Source: an optimization exercise on an open RTL-to-GDS flow (aim: small area). Production flows keep margins and buffers that such runs may drop.
The RTL was checked by simulation tests, not by an equivalence proof against the original design.
Power is estimated from default activity; no workload was simulated.

// chacha20_stream_host
module chacha20_stream_host
#(
    parameter int TIMEOUT_CYCLES = 1024,
    parameter int CNT_W          = 16
) (
    input  logic               clk,
    input  logic               rst,
    input  logic               blk_valid,
    output logic               blk_ready,
    input  logic [BLOCK_W-1:0] blk_data,
    output logic               res_valid,
    input  logic               res_ready,
    output logic [BLOCK_W-1:0] res_data,
    output logic               res_timeout,
    output logic               ws_start,
    output logic [WORD_W-1:0]  ws_data,
    input  logic [WORD_W-1:0]  ws_result,
    input  logic               ws_done,
    output logic               busy
);
    localparam int          TOTAL_W   = 10;   
    localparam logic [TOTAL_W-1:0] SEND_LAST = TOTAL_W'(WORDS_PER_BLOCK - 1);
    logic               b, p1, p0, rt;
    logic [TOTAL_W-1:0] cnt;
    logic               last;
    logic               st_start, st_send, st_wait, st_hold, st_ready;
    logic               load, shift, hold;
    assign st_ready = !b && p0;
    assign st_start = b && !p1 && !p0;
    assign st_send  = b && !p1 && p0;
    assign st_wait  = b && p1 && p0;
    assign st_hold  = b && p1 && !p0;
    assign last     = (cnt == SEND_LAST);
    assign blk_ready   = st_ready;
    assign ws_start    = st_start;
    assign busy        = b;
    assign res_valid   = st_hold;
    assign res_timeout = rt;
    assign load  = st_ready && blk_valid;
    assign shift = st_send || (st_wait && (ws_done || !last));
    assign hold  = b && !p0;
    chacha20_word_deserializer u_deser (
        .clk   (clk),
        .load  (load),
        .shift (shift),
        .hold  (hold),
        .d     (blk_data),
        .din   (ws_result),
        .q     (res_data)
    );
    assign ws_data = res_data[WORD_W-1:0];
    always_ff @(posedge clk) begin
  ...
Size: ~1900 cells after synthesis, ~530 flip-flops, roughly 1100 I/O pins.
export LEC_CHECK = 0
export CAP_MARGIN = 20
export CORE_AREA = 4 4 386 386
export DIE_AREA = 0 0 390 390
export SLEW_MARGIN = 20
create_clock -name core_clock -period 5.0 [get_ports {clk}]
run.sh (not shown) runs the stock make flow with config.mk's settings and CLKGATE_MAP_FILE= SYNTH_SCRIPT=/design/flow/synth_recipe.tcl, a recipe that flattens the netlist after the stock synthesis.
Edit:
--- a/flow/config.mk
+++ b/flow/config.mk
@@ -8,4 +8,4 @@
 export CAP_MARGIN = 20
-export CORE_AREA = 4 4 386 386
-export DIE_AREA = 0 0 390 390
+export CORE_MARGIN = 2
+export CORE_UTILIZATION = 40
 export SLEW_MARGIN = 20
Effect:
- This time the run aborted during 3_2_place_iop (PPL-0024)
- area after synthesis does not change
- synthesized cell count is unchanged


Another version of the RTL of chacha20_stream_host (not shown whole).
For scale: ~1600 cells after synthesis, roughly 530 flip-flops, about 1100 I/O pins, roughly 0.018 mm² of cells after synthesis.
==> flow/config.mk <==
export PLATFORM = sky130hd
export DESIGN_NAME = chacha20_stream_host
export DESIGN_NICKNAME = chacha20_stream_host
export VERILOG_FILES = /design/flow/design.v
export SDC_FILE = /design/flow/constraint.sdc
export NUM_CORES = 4
export LEC_CHECK = 0
export CAP_MARGIN = 20
export CORE_AREA = 4 4 396 396
export DIE_AREA = 0 0 400 400
export PLACE_DENSITY = 0.9
export SLEW_MARGIN = 20
export SYNTH_HIERARCHICAL = 1
==> flow/constraint.sdc <==
create_clock -name core_clock -period 5.0 [get_ports {clk}]
set_input_delay 1.0000 -clock core_clock [delete_from_list [all_inputs] [get_ports {clk}]]
set_output_delay 1.0000 -clock core_clock [all_outputs]
set_load 0.01 [all_outputs]
standard.sh (not shown) runs the stock make flow with config.mk's settings and CLKGATE_MAP_FILE= SYNTH_SCRIPT=/design/flow/synth_recipe.tcl, a recipe that flattens the netlist after the stock synthesis.
==> flow/flow/run.sh <==
#!/bin/bash
# The standard layout (the standard.sh: standard synthesis and ORFS steps),
# with two changes:
#  - ports are buffered with the smallest buffer, sky130_fd_sc_hd__buf_1,
#    instead of the one buffer_ports picks by default;
#  - clock tree synthesis: sky130_fd_sc_hd__clkbuf_16 at the root and in the
#    tree, sky130_fd_sc_hd__clkbuf_8 at the leaves, clusters of up to 16
#    sinks within 60 um, and no dummy loads.
# The make output goes to flow_make.log; each ORFS step writes its own log
# under orfs/logs/.
set -euo pipefail
bash standard.sh \
  "BUFFER_PORTS_ARGS=-buffer_cell sky130_fd_sc_hd__buf_1" \
  "CTS_ARGS=-sink_clustering_enable -repair_clock_nets -dont_use_dummy_load -buf_list sky130_fd_sc_hd__clkbuf_8 -root_buf sky130_fd_sc_hd__clkbuf_16 -tree_buf sky130_fd_sc_hd__clkbuf_16 -sink_clustering_size 16 -sink_clustering_max_diameter 60" \
  finish > flow_make.log 2>&1
Next try:
PLACE_DENSITY = 0.8   (was 0.9)
=> Core utilization hardly moves. Synthesized area is unchanged. Worst setup slack gets worse by 0.091 ns. Wire length came out lower by a few percent. Clock power grows by a few percent. Synthesized cell count is unchanged.
Next try:
==> flow/flow/run.sh (replaced) <==
#!/bin/bash
# The standard layout (the standard.sh: standard synthesis and ORFS steps),
# with two changes:
#  - ports are buffered with the smallest buffer, sky130_fd_sc_hd__buf_1,
#    instead of the one buffer_ports picks by default;
#  - clock tree synthesis: sky130_fd_sc_hd__clkbuf_16 at the root and in the
#    tree, sky130_fd_sc_hd__clkbuf_8 at the leaves, clusters of up to 16
#    sinks within 50 um, and no dummy loads.
# The make output goes to flow_make.log; each ORFS step writes its own log
# under orfs/logs/.
set -euo pipefail
bash standard.sh \
  "BUFFER_PORTS_ARGS=-buffer_cell sky130_fd_sc_hd__buf_1" \
  "CTS_ARGS=-sink_clustering_enable -repair_clock_nets -dont_use_dummy_load -buf_list sky130_fd_sc_hd__clkbuf_8 -root_buf sky130_fd_sc_hd__clkbuf_16 -tree_buf sky130_fd_sc_hd__clkbuf_16 -sink_clustering_size 16 -sink_clustering_max_diameter 50" \
  finish > flow_make.log 2>&1
PLACE_DENSITY = not set   (was 0.8)
Non-clock buffer count rose by 15. Cell count rose by 0.46%. Cell area rose by 1.4%. Setup slack gains 0.14 ns. Power rose by 2.5%. Maximum frequency rose by 4.3%. Count of clock-buffer cells in the layout rose by 18. Hold slack loses 0.048 ns.
Next try:
==> flow/flow/run.sh (replaced) <==
#!/bin/bash
# The standard layout (the standard.sh: standard synthesis and ORFS steps),
# with two changes:
#  - ports are buffered with the smallest buffer, sky130_fd_sc_hd__buf_1,
#    instead of the one buffer_ports picks by default;
#  - clock tree synthesis: sky130_fd_sc_hd__clkbuf_16 at the root and in the
#    tree, sky130_fd_sc_hd__clkbuf_8 at the leaves, clusters of up to 16
#    sinks within 70 um, and no dummy loads.
# The make output goes to flow_make.log; each ORFS step writes its own log
# under orfs/logs/.
set -euo pipefail
bash standard.sh \
  "BUFFER_PORTS_ARGS=-buffer_cell sky130_fd_sc_hd__buf_1" \
  "CTS_ARGS=-sink_clustering_enable -repair_clock_nets -dont_use_dummy_load -buf_list sky130_fd_sc_hd__clkbuf_8 -root_buf sky130_fd_sc_hd__clkbuf_16 -tree_buf sky130_fd_sc_hd__clkbuf_16 -sink_clustering_size 16 -sink_clustering_max_diameter 70" \
  finish > flow_make.log 2>&1
PLACE_DENSITY = 0.9   (was not set)
Routed wire length increases by 7.0%.
First-iteration DRC count increases by 8.1%.
Cell count decreases by 0.64%.
Sequential power increases by about 1%.
Die area is unchanged.
Power decreases by 0.83%.
Design area decreases by 1.7%.
Next try:
==> flow/flow/run.sh (replaced) <==
#!/bin/bash
# The standard layout (the standard.sh: standard synthesis and ORFS steps),
# with two changes:
#  - ports are buffered with the smallest buffer, sky130_fd_sc_hd__buf_1,
#    instead of the one buffer_ports picks by default;
#  - clock tree synthesis: sky130_fd_sc_hd__clkbuf_16 at the root and in the
#    tree, sky130_fd_sc_hd__clkbuf_8 at the leaves, clusters of up to 16
#    sinks within 50 um, and no dummy loads.
# The make output goes to flow_make.log; each ORFS step writes its own log
# under orfs/logs/.
set -euo pipefail
bash standard.sh \
  "BUFFER_PORTS_ARGS=-buffer_cell sky130_fd_sc_hd__buf_1" \
  "CTS_ARGS=-sink_clustering_enable -repair_clock_nets -dont_use_dummy_load -buf_list sky130_fd_sc_hd__clkbuf_8 -root_buf sky130_fd_sc_hd__clkbuf_16 -tree_buf sky130_fd_sc_hd__clkbuf_16 -sink_clustering_size 16 -sink_clustering_max_diameter 50" \
  finish > flow_make.log 2>&1
PLACE_DENSITY = 0.8   (was 0.9)
=> Routed wire length shrinks by a few percent. Sequential power shrinks slightly. Final area grows slightly. Sequential share of layout area shrinks by 0.31 points. Hold slack gains 0.032 ns. Area after synthesis does not change. Setup slack loses 0.026 ns. Power shrinks slightly. Non-clock buffer count does not change. Core utilization grows by 0.12 points.

port drivers added, routing unchanged:
The results above use ideal ports. As a check the final layouts listed here were re-extracted and re-timed, cells and wires unchanged.
Step 1: set_driving_cell puts a clkbuf_16 on clk and a buf_2 on each other input, an assumption about the parent block.
Step 2 moves the port delays by t, midway between the first and last clock arrival at a register: inputs arrive t later, outputs are due t later. That takes back most of the time a late clock gives input paths.
Slacks: no drivers / after step 1 / after step 2; pairs: no drivers / after step 1.
| run | t, ns | setup WS [ns] | slew at the worst register clock pin (ns) |
|---|---|---|---|
| the first run of note 1 | 0.705 | 0.967 / 0.903 / 1.607 | 0.06 / 0.06 |
| the first run of note 2 | 0.607 | 1.612 / 1.556 / 1.968 | 0.11 / 0.11 |
| the second run of note 2 | 0.625 | 1.521 / 1.465 / 1.894 | 0.11 / 0.11 |
| the third run of note 2 | 0.625 | 1.666 / 1.606 / 1.889 | 0.10 / 0.10 |
| the fourth run of note 2 | 0.607 | 1.596 / 1.540 / 1.958 | 0.11 / 0.11 |
| the fifth run of note 2 | 0.626 | 1.569 / 1.513 / 1.894 | 0.10 / 0.10 |
After both steps every run listed still meets setup and hold.
